This design comes from an exercise in tuning for small area and a short achievable clock period on the open sky130 flow, not from production work.
Only simulation tests tie the RTL to the original design; equivalence was not proved.
Power is estimated from default activity; no workload was simulated.

==> design/flow/design.v <==
package wts_timing_pkg;
	localparam int NUM_CH    = 5;   
	localparam int NUM_SLOTS = 6;   
	localparam int CPU_SLOT  = 5;   
	localparam int SLOT_W    = 3;   
endpackage
package wts_wave_pkg;
	localparam int SAMPLE_W = 8;               
	localparam int PHASE_W  = 5;               
	localparam int ID_W     = 3;               
	localparam int RAM_AW   = ID_W + PHASE_W;  
	localparam int VOL_W    = 4;    
	localparam int FREQ_W   = 12;   
	localparam int OUT_W    = 12;
	localparam int OUT_MID  = 2048;  
endpackage
`timescale 1ns/1ps
module wts_slot_arbiter (
	input  logic                               clk,
	input  logic                               nreset,
	input  logic [wts_wave_pkg::PHASE_W-1:0]   phase_addr,
	input  logic [wts_wave_pkg::RAM_AW-1:0]    cpu_addr,
	input  logic                               write_pending,
	output logic [wts_timing_pkg::SLOT_W-1:0]  slot,
	output logic                               cpu_grant,
	output logic [wts_wave_pkg::RAM_AW-1:0]    ram_addr,
	output logic                               ram_we,
	output logic                               play_valid,
	output logic [wts_timing_pkg::SLOT_W-1:0]  play_channel
);
	always_ff @(posedge clk) begin
		if (!nreset) begin
			slot <= '0;
		end else if (slot == wts_timing_pkg::SLOT_W'(wts_timing_pkg::NUM_SLOTS - 1)) begin
			slot <= '0;
		end else begin
			slot <= slot + 1'b1;
		end
	end
	assign cpu_grant = (slot == wts_timing_pkg::SLOT_W'(wts_timing_pkg::CPU_SLOT));
	assign ram_addr = cpu_grant ? cpu_addr
		: {slot[wts_wave_pkg::ID_W-1:0], phase_addr};
	assign ram_we   = cpu_grant & write_pending;
	always_ff @(posedge clk) begin
		if (!nreset) begin
			play_valid   <= 1'b0;
			play_channel <= '0;
		end else begin
			play_valid   <= ~cpu_grant;
			play_channel <= slot;
		end
	end
endmodule
`timescale 1ns/1ps
module wts_cpu_port (
	input  logic                                clk,
	input  logic                                nreset,
	input  logic [wts_wave_pkg::ID_W-1:0]       sram_id,
	input  logic [wts_wave_pkg::PHASE_W-1:0]    sram_a,
	input  logic [wts_wave_pkg::SAMPLE_W-1:0]   sram_d,
	input  logic                                sram_oe,
	input  logic                                sram_we,
	input  logic                                cpu_grant,
	input  logic [wts_wave_pkg::SAMPLE_W-1:0]   ram_q,
	output logic [wts_wave_pkg::RAM_AW-1:0]     cpu_addr,
	output logic [wts_wave_pkg::SAMPLE_W-1:0]   cpu_data,
	output logic                                write_pending,
	output logic [wts_wave_pkg::SAMPLE_W-1:0]   sram_q,
	output logic                                sram_q_en
);
	logic                              read_pending;
	logic [wts_wave_pkg::ID_W-1:0]     req_id;
	logic [wts_wave_pkg::PHASE_W-1:0]  req_a;
	logic                              strobe;
	assign strobe = sram_oe | sram_we;
	always_ff @(posedge clk) begin
		if (strobe) begin
			req_id   <= sram_id;
			req_a    <= sram_a;
			cpu_data <= sram_d;
		end
	end
	always_ff @(posedge clk) begin
		if (!nreset) begin
			read_pending  <= 1'b0;
			write_pending <= 1'b0;
		end else if (strobe) begin
			read_pending  <= sram_oe;
			write_pending <= sram_we;
		end else if (cpu_grant) begin
			read_pending  <= 1'b0;
			write_pending <= 1'b0;
		end
	end
	always_ff @(posedge clk) begin
		if (!nreset) begin
			sram_q_en <= 1'b0;
		end else begin
			sram_q_en <= cpu_grant & read_pending;
		end
	end
	assign cpu_addr = {req_id, req_a};
	assign sram_q   = ram_q;   
endmodule
`timescale 1ns/1ps
module wts_tone_generator (
	input  logic                              clk,
	input  logic                              nreset,
	input  logic [wts_timing_pkg::SLOT_W-1:0] slot,
	input  logic [wts_timing_pkg::NUM_CH-1:0] key_on,
	input  logic [wts_timing_pkg::NUM_CH*wts_wave_pkg::FREQ_W-1:0] reg_frequency_count,   
	output logic [wts_wave_pkg::PHASE_W-1:0]  phase_addr
);
	logic [wts_wave_pkg::PHASE_W-1:0] phase [wts_timing_pkg::NUM_CH];
	logic [wts_wave_pkg::FREQ_W-1:0]  count [wts_timing_pkg::NUM_CH];
	logic                             update_en;
	assign update_en = (slot < wts_timing_pkg::SLOT_W'(wts_timing_pkg::NUM_CH));
	always_ff @(posedge clk) begin
		if (!nreset) begin
			for (int i = 0; i < wts_timing_pkg::NUM_CH; i++) begin
				phase[i] <= '0;
				count[i] <= '0;
			end
		end else if (update_en) begin
			if (key_on[slot]) begin
				phase[slot] <= '0;   
				count[slot] <= reg_frequency_count[slot*wts_wave_pkg::FREQ_W +: wts_wave_pkg::FREQ_W];
			end else if (count[slot] == '0) begin
				count[slot] <= reg_frequency_count[slot*wts_wave_pkg::FREQ_W +: wts_wave_pkg::FREQ_W];
				phase[slot] <= phase[slot] + 1'b1;   
			end else begin
				count[slot] <= count[slot] - 1'b1;
			end
		end
	end
	assign phase_addr = update_en ? phase[slot] : '0;
endmodule
`timescale 1ns/1ps
module wts_wave_ram (
	input  logic                              clk,
	input  logic                              ram_we,
	input  logic [wts_wave_pkg::RAM_AW-1:0]   ram_addr,
	input  logic [wts_wave_pkg::SAMPLE_W-1:0] ram_wdata,
	output logic [wts_wave_pkg::SAMPLE_W-1:0] ram_q
);
	logic [wts_wave_pkg::SAMPLE_W-1:0] mem [2**wts_wave_pkg::RAM_AW];
	always_ff @(posedge clk) begin
		if (ram_we) begin
			mem[ram_addr] <= ram_wdata;
		end
		ram_q <= mem[ram_addr];   
	end
endmodule
`timescale 1ns/1ps
module wts_channel_mixer (
	input  logic                              clk,
	input  logic                              nreset,
	input  logic                              play_valid,
	input  logic [wts_timing_pkg::SLOT_W-1:0] play_channel,
	input  logic [wts_wave_pkg::SAMPLE_W-1:0] ram_q,
	input  logic [wts_timing_pkg::NUM_CH*wts_wave_pkg::VOL_W-1:0] reg_volume,   
	input  logic [wts_timing_pkg::NUM_CH*2-1:0] reg_enable,   
	output logic [wts_wave_pkg::OUT_W-1:0]    left_out,
	output logic [wts_wave_pkg::OUT_W-1:0]    right_out
);
	localparam int PROD_W = wts_wave_pkg::SAMPLE_W + wts_wave_pkg::VOL_W + 1;
	logic [wts_wave_pkg::VOL_W-1:0] ch_vol;
	logic [1:0]                     ch_en;
	logic signed [PROD_W-1:0]       product;
	logic signed [PROD_W-1:0]       contrib;
	logic [wts_wave_pkg::OUT_W-1:0] left_add;
	logic [wts_wave_pkg::OUT_W-1:0] right_add;
	logic [wts_wave_pkg::OUT_W-1:0] left_sum;
	logic [wts_wave_pkg::OUT_W-1:0] right_sum;
	assign ch_vol  = play_valid ? reg_volume[play_channel*wts_wave_pkg::VOL_W +: wts_wave_pkg::VOL_W] : '0;
	assign ch_en   = play_valid ? reg_enable[play_channel*2 +: 2] : 2'b00;
	assign product = $signed(ram_q) * $signed({1'b0, ch_vol});
	assign contrib = product >>> wts_wave_pkg::VOL_W;   
	assign left_add  = ch_en[1] ? contrib[wts_wave_pkg::OUT_W-1:0] : '0;
	assign right_add = ch_en[0] ? contrib[wts_wave_pkg::OUT_W-1:0] : '0;
	always_ff @(posedge clk) begin
		if (!nreset) begin
			left_sum  <= '0;
			right_sum <= '0;
			left_out  <= wts_wave_pkg::OUT_W'(wts_wave_pkg::OUT_MID);
			right_out <= wts_wave_pkg::OUT_W'(wts_wave_pkg::OUT_MID);
		end else if (play_valid) begin
			left_sum  <= left_sum + left_add;
			right_sum <= right_sum + right_add;
		end else begin
			left_out  <= left_sum + wts_wave_pkg::OUT_W'(wts_wave_pkg::OUT_MID);
			right_out <= right_sum + wts_wave_pkg::OUT_W'(wts_wave_pkg::OUT_MID);
			left_sum  <= '0;
			right_sum <= '0;
		end
	end
endmodule
`timescale 1ns/1ps
module wts_sound_core (
	input  logic                                clk,
	input  logic                                nreset,
	input  logic [wts_timing_pkg::NUM_CH-1:0]   key_on,
	input  logic [wts_timing_pkg::NUM_CH*wts_wave_pkg::FREQ_W-1:0] reg_frequency_count,   
	input  logic [wts_timing_pkg::NUM_CH*wts_wave_pkg::VOL_W-1:0]  reg_volume,            
	input  logic [wts_timing_pkg::NUM_CH*2-1:0]                    reg_enable,            
	input  logic [wts_wave_pkg::ID_W-1:0]       sram_id,
	input  logic [wts_wave_pkg::PHASE_W-1:0]    sram_a,
	input  logic [wts_wave_pkg::SAMPLE_W-1:0]   sram_d,
	input  logic                                sram_oe,
	input  logic                                sram_we,
	output logic [wts_wave_pkg::SAMPLE_W-1:0]   sram_q,
	output logic                                sram_q_en,
	output logic [wts_wave_pkg::OUT_W-1:0]      left_out,
	output logic [wts_wave_pkg::OUT_W-1:0]      right_out
);
	logic [wts_timing_pkg::SLOT_W-1:0]  slot;
	logic                               cpu_grant;
	logic [wts_wave_pkg::RAM_AW-1:0]    ram_addr;
	logic                               ram_we;
	logic [wts_wave_pkg::SAMPLE_W-1:0]  ram_q;
	logic                               play_valid;
	logic [wts_timing_pkg::SLOT_W-1:0]  play_channel;
	logic [wts_wave_pkg::PHASE_W-1:0]   phase_addr;
	logic [wts_wave_pkg::RAM_AW-1:0]    cpu_addr;
	logic [wts_wave_pkg::SAMPLE_W-1:0]  cpu_data;
	logic                               write_pending;
	wts_slot_arbiter u_slot_arbiter (
		.clk           (clk),
		.nreset        (nreset),
		.phase_addr    (phase_addr),
		.cpu_addr      (cpu_addr),
		.write_pending (write_pending),
		.slot          (slot),
		.cpu_grant     (cpu_grant),
		.ram_addr      (ram_addr),
		.ram_we        (ram_we),
		.play_valid    (play_valid),
		.play_channel  (play_channel)
	);
	wts_cpu_port u_cpu_port (
		.clk           (clk),
		.nreset        (nreset),
		.sram_id       (sram_id),
		.sram_a        (sram_a),
		.sram_d        (sram_d),
		.sram_oe       (sram_oe),
		.sram_we       (sram_we),
		.cpu_grant     (cpu_grant),
		.ram_q         (ram_q),
		.cpu_addr      (cpu_addr),
		.cpu_data      (cpu_data),
		.write_pending (write_pending),
		.sram_q        (sram_q),
		.sram_q_en     (sram_q_en)
	);
	wts_tone_generator u_tone_generator (
		.clk                 (clk),
		.nreset              (nreset),
		.slot                (slot),
		.key_on              (key_on),
		.reg_frequency_count (reg_frequency_count),
		.phase_addr          (phase_addr)
	);
	wts_wave_ram u_wave_ram (
		.clk       (clk),
		.ram_we    (ram_we),
		.ram_addr  (ram_addr),
		.ram_wdata (cpu_data),
		.ram_q     (ram_q)
	);
	wts_channel_mixer u_channel_mixer (
		.clk          (clk),
		.nreset       (nreset),
		.play_valid   (play_valid),
		.play_channel (play_channel),
		.ram_q        (ram_q),
		.reg_volume   (reg_volume),
		.reg_enable   (reg_enable),
		.left_out     (left_out),
		.right_out    (right_out)
	);
endmodule
==> design/flow/run.sh <==
#!/bin/bash
# synth_recipe.tcl (not shown) runs the flow's synth.tcl, then flattens the netlist and writes it again
# the make line also repeats each setting of config.mk as NAME=value (left out here)
make -C /OpenROAD-flow-scripts/flow DESIGN_CONFIG=/design/flow/config.mk WORK_HOME=/design/flow/orfs CLKGATE_MAP_FILE= SYNTH_SCRIPT=/design/flow/synth_recipe.tcl finish
==> design/flow/config.mk <==
export PLATFORM = sky130hd
export DESIGN_NAME = wts_sound_core
export DESIGN_NICKNAME = wts_sound_core
export VERILOG_FILES = /design/flow/design.v
export SDC_FILE = /design/flow/constraint.sdc
export NUM_CORES = 4
export LEC_CHECK = 0
export CAP_MARGIN = 20
export CORE_MARGIN = 2
export CORE_UTILIZATION = 40
export SLEW_MARGIN = 20
==> design/flow/constraint.sdc <==
create_clock -name core_clock -period 6.5 [get_ports {clk}]
set_input_delay 1.3000 -clock core_clock [delete_from_list [all_inputs] [get_ports {clk}]]
set_output_delay 1.3000 -clock core_clock [all_outputs]
set_load 0.01 [all_outputs]
==> summary.txt <==
[final cells by class]
cell class	count	area, µm²
well taps	3026	3786
inverters	79	296.5
clock buffers	275	5856
fillers	20130	121800
flip-flops and latches	2266	67390
repair buffers	713	6341
multi-input cells	4233	23440
clock inverters	147	1466
diodes	1	2.502
[state kept, by name, summed over array words and instances, names as in the netlist, 3 cells and up]
name / count
u_channel_mixer.right_sum: 12
u_wave_ram.ram_q: 8
u_channel_mixer.left_sum: 12
u_tone_generator.count: 96
u_tone_generator.phase: 40
u_cpu_port.req_id: 3
u_cpu_port.req_a: 5
u_slot_arbiter.play_channel: 3
u_channel_mixer.right_out: 12
u_cpu_port.cpu_data: 8
u_channel_mixer.left_out: 12
u_wave_ram.mem: 2048
u_slot_arbiter.slot: 3
[worst min path at each step]
| stage | startpoint | endpoint | slack (ps) |
|---|---|---|---|
| finish | u_channel_mixer.right_out[11] | u_channel_mixer.right_out[11] | 480 |
| global route | u_cpu_port.read_pending | u_cpu_port.sram_q_en | 520 |
| CTS | u_channel_mixer.right_out[11] | u_channel_mixer.right_out[11] | 490 |
| detailed placement | u_channel_mixer.right_out[11] | u_channel_mixer.right_out[11] | 470 |
| global placement | u_channel_mixer.right_out[11] | u_channel_mixer.right_out[11] | 470 |
| floorplan | u_channel_mixer.left_sum[11] | u_channel_mixer.left_out[11] | 450 |
[cells in the final DEF (no fill, tap or decap), types with 13 or more instances in the layout]
| master | netlist | final |
|---|---|---|
| and3_1 | 112 | 112 |
| a21oi_1 | 50 | 47 |
| o211ai_1 | 15 | 15 |
| a31oi_1 | 132 | 132 |
| o2111ai_1 | 14 | 14 |
| dfxtp_1 | 66 | 62 |
| and2_1 | 30 | 30 |
| mux4_2 | 75 | 75 |
| xor2_1 | 18 | 18 |
| nand4_1 | 106 | 106 |
| a2111oi_0 | 15 | 14 |
| a311oi_1 | 41 | 41 |
| buf_12 | 0 | 48 |
| nand2_1 | 1705 | 1704 |
| clkbuf_16 | 0 | 224 |
| conb_1 | 1 | 51 |
| o21ai_0 | 33 | 23 |
| edfxtp_1 | 2200 | 2200 |
| xnor2_1 | 23 | 23 |
| nor2b_1 | 34 | 34 |
| a32oi_1 | 92 | 92 |
| nor2_1 | 441 | 432 |
| nor4_1 | 13 | 13 |
| clkdlybuf4s50_1 | 0 | 147 |
| buf_4 | 17 | 517 |
| clkbuf_1 | 135 | 43 |
| mux2i_1 | 213 | 213 |
| a22oi_1 | 18 | 18 |
| nor3_1 | 63 | 60 |
| fa_1 | 18 | 18 |
| clkinv_1 | 2 | 61 |
| inv_1 | 77 | 77 |
| bufinv_16 | 0 | 23 |
| nand3_1 | 728 | 728 |
| clkinv_2 | 0 | 35 |
| ha_1 | 48 | 48 |
[where the power goes]
part	total, mW	internal, mW	switching, mW
clock network	13.0	7.33	5.68
registers	16.5	16.4	0.142
logic	6.54	2.03	4.51
total	36.1	25.7	10.3
[metrics by stage]
step | cell area (µm²) | worst slack (ps)
6_report | 108600 | 354.2
5_1_grt | 108600 | 0.5556
2_1_floorplan | 92990 | 59.51
3_3_place_gp | 101200 | -796.3
3_5_place_dp | 101200 | -817.3
4_1_cts | 108500 | 118.0
[routing by layer]
layer / track usage / vias to the layer above
li1: - / 26790
met1: 0.3284 / 30790
met2: 0.3735 / 3232
met3: 0.04347 / 556
met4: 0.09748 / 4
met5: 0 / -
[cell families (layout without fill, tap and decap cells)]
group                      count (synthesis)  in the layout  share of synthesized area
adders and majority gates                 66             66                    0.01035
xor gates and xnor gates                  41             41                   0.003870
other                                      1             52                 0.00004041
muxes                                    296            296                    0.04215
AOI/OAI and AO/OA                        506            506                    0.03979
DFF                                     2266           2266                     0.7261
buffers and inverters                    518           1214                    0.02492
and+or+nand+nor                         3273           3273                     0.1527
[timing repair]
item	in CTS	in global routing
buffers inserted	0	1
resized for setup	0	12
setup endpoints to repair	0	5
[worst max-delay path, delay by kind of cell]
kind | cells | cell delay [ps]
and+or+nand+nor | 6 | 740
xor gates and xnor gates | 3 | 610
buffers and inverters | 6 | 970
muxes | 1 | 460
AOI/OAI and AO/OA | 6 | 900
adders and majority gates | 5 | 1880
==> flow_summary.yaml <==
setup_path:
  cp_data_arrival_time_ps: 6870
  r2r_setup_slack_ps: 530
  cp_max_fo: 6
  start_kind: "primary input"
  crit_end: "u_channel_mixer.left_sum[11]"
  rr_startpoint: "u_slot_arbiter.play_channel[0]"
  rr_worst_depth: 26
  endpoint_kind: "flip-flop"
  slowest_stage: "fa_1"
  path_class: "primary input to flip-flop"
  r2r-end: "u_channel_mixer.left_sum[11]"
  critPathRequiredTime_ps: 7220
  crit_start: "reg_volume[15]"
  cpPeakStageDelay_ps: 490
routing:
  dr.pass1.iters: 6
  dr_wl_met3_um: 27330
  vias: 61370
  wirelength_um: 286800
  ant_nets: 0
  drc: 0
  first_iter_violations: 8288
  wire_per_inst_um: 26.71
  viasPerCell: 5.714
  wl_met1_um: 114400
  met2_wirelength_um: 132400
  top_layer: "met5"
floorplanning:
  fp.coreArea_mm2: 0.2303
  rows: 176
  ioPinCount: 148
  start_util: 0.4029
  die_area_mm2: 0.2359
  die-height_um: 485.7
  die_w_um: 485.7
power_and_ir_drop:
  ir_drop_mv: 0.2789
  fin_total_pwr_mw: 36.06
  cellLeakagePower_nw: 37.60
  p_per_area_mw_per_mm2: 332.1
timing:
  setup_tns_ps: 0
  hold_slack_ps: 479.3
  setup_viol: 0
  max_freq_mhz: 162.7
  rsz0062_at_grt: "no"
  final_max_slew_viol_count: 0
  hold_violations: 0
  fin_skew_ps: 46.20
  slew_headroom: 0.1821
  post-route-period-util: 0.9455
  worst_pin_slew_ps: 1224
  finalCriticalPeriod_ps: 6146
clock_tree:
  clk_latency_ps: 890
  cts_buffer_depth: 3
  cts.sinks: 2266
  path_clk_slew_ps: 60
  cts_root_buffer: "clkbuf_16"
  postCtsHoldBufs: 0
  cts_max_level: 4
  tritoncts: "built"
  numCtsBuffers: 223
logic_synthesis:
  ys_ff_latch: 2266
  synth_largest_area_cell: "edfxtp_1"
  synth_top_flop_cell: "edfxtp_1"
  yosys_warnings: 5
  synth_cell_types: 77
  async_flop_share: 0
  ys_top_cells_by_count: "edfxtp_1, nand2_1, nand3_1, nor2_1"
  synth_seq_area_share: 0.7261
  synthCells: 6967
  synth_most_common_cell: "edfxtp_1"
  synth_edf_count: 2200
  synth_top_cell_area_share: 0.7119
  ys_top_cells_by_area: "edfxtp_1, nand2_1, nand3_1"
  syn_area_per_cell_um2: 13.32
  synth_area_mm2: 0.09280
run_status:
  outcome: "complete, no violations"
cells_and_area:
  nNetsFinal: 7697
  finalCoreUtilization: 0.4714
  layout-drive-gt1-share: 0.1307
  area_growth_pct: 17.00
  fin_cells: 10740
grt:
  grt_usage: 0.2384
  grt_overflow: 0
  grt_max_degree: 197
  grt_pass1_vias: 58980
  antenna_found_initial: 5
  grt_pass1_wl_um: 415200
placement:
  dp_cells: 10320
  post-dp-hpwl_um: 179300
  place.gp.congestion: 0.9027
  numPortBuffers: 147
flow_run:
  max_cap_viol_count: 0
worst_hold_path:
  worstHoldPathCells: 2
  min_path_type: "flip-flop to flip-flop"

port drivers added, routing unchanged:
Ports are ideal in the flow. The routed layout listed here was re-timed in OpenROAD.
Step 1 (the two cells are an assumption about what drives the block):
set clk [get_ports {clk}]
set_driving_cell -lib_cell sky130_fd_sc_hd__clkbuf_16 $clk
set_driving_cell -lib_cell sky130_fd_sc_hd__buf_2 [delete_from_list [all_inputs] $clk]
Step 2, shift: input delay + t, output delay - t, t = (earliest + latest rising clock arrival at the registers) / 2. This alone moves slack from input paths to output paths.
Slacks: ideal / step 1 / step 2; pairs: ideal / step 1.
t (ns): 0.958
setup WS [ns]: 0.354 / 0.424 / -0.534
worst setup path at the end: input to register
cell pins on the clock port's net: 1
Met with ideal ports but missed after step 2: setup timing in this run. The setup slack of this run moves by +0.070 ns with the drivers and by -0.888 ns with both steps.
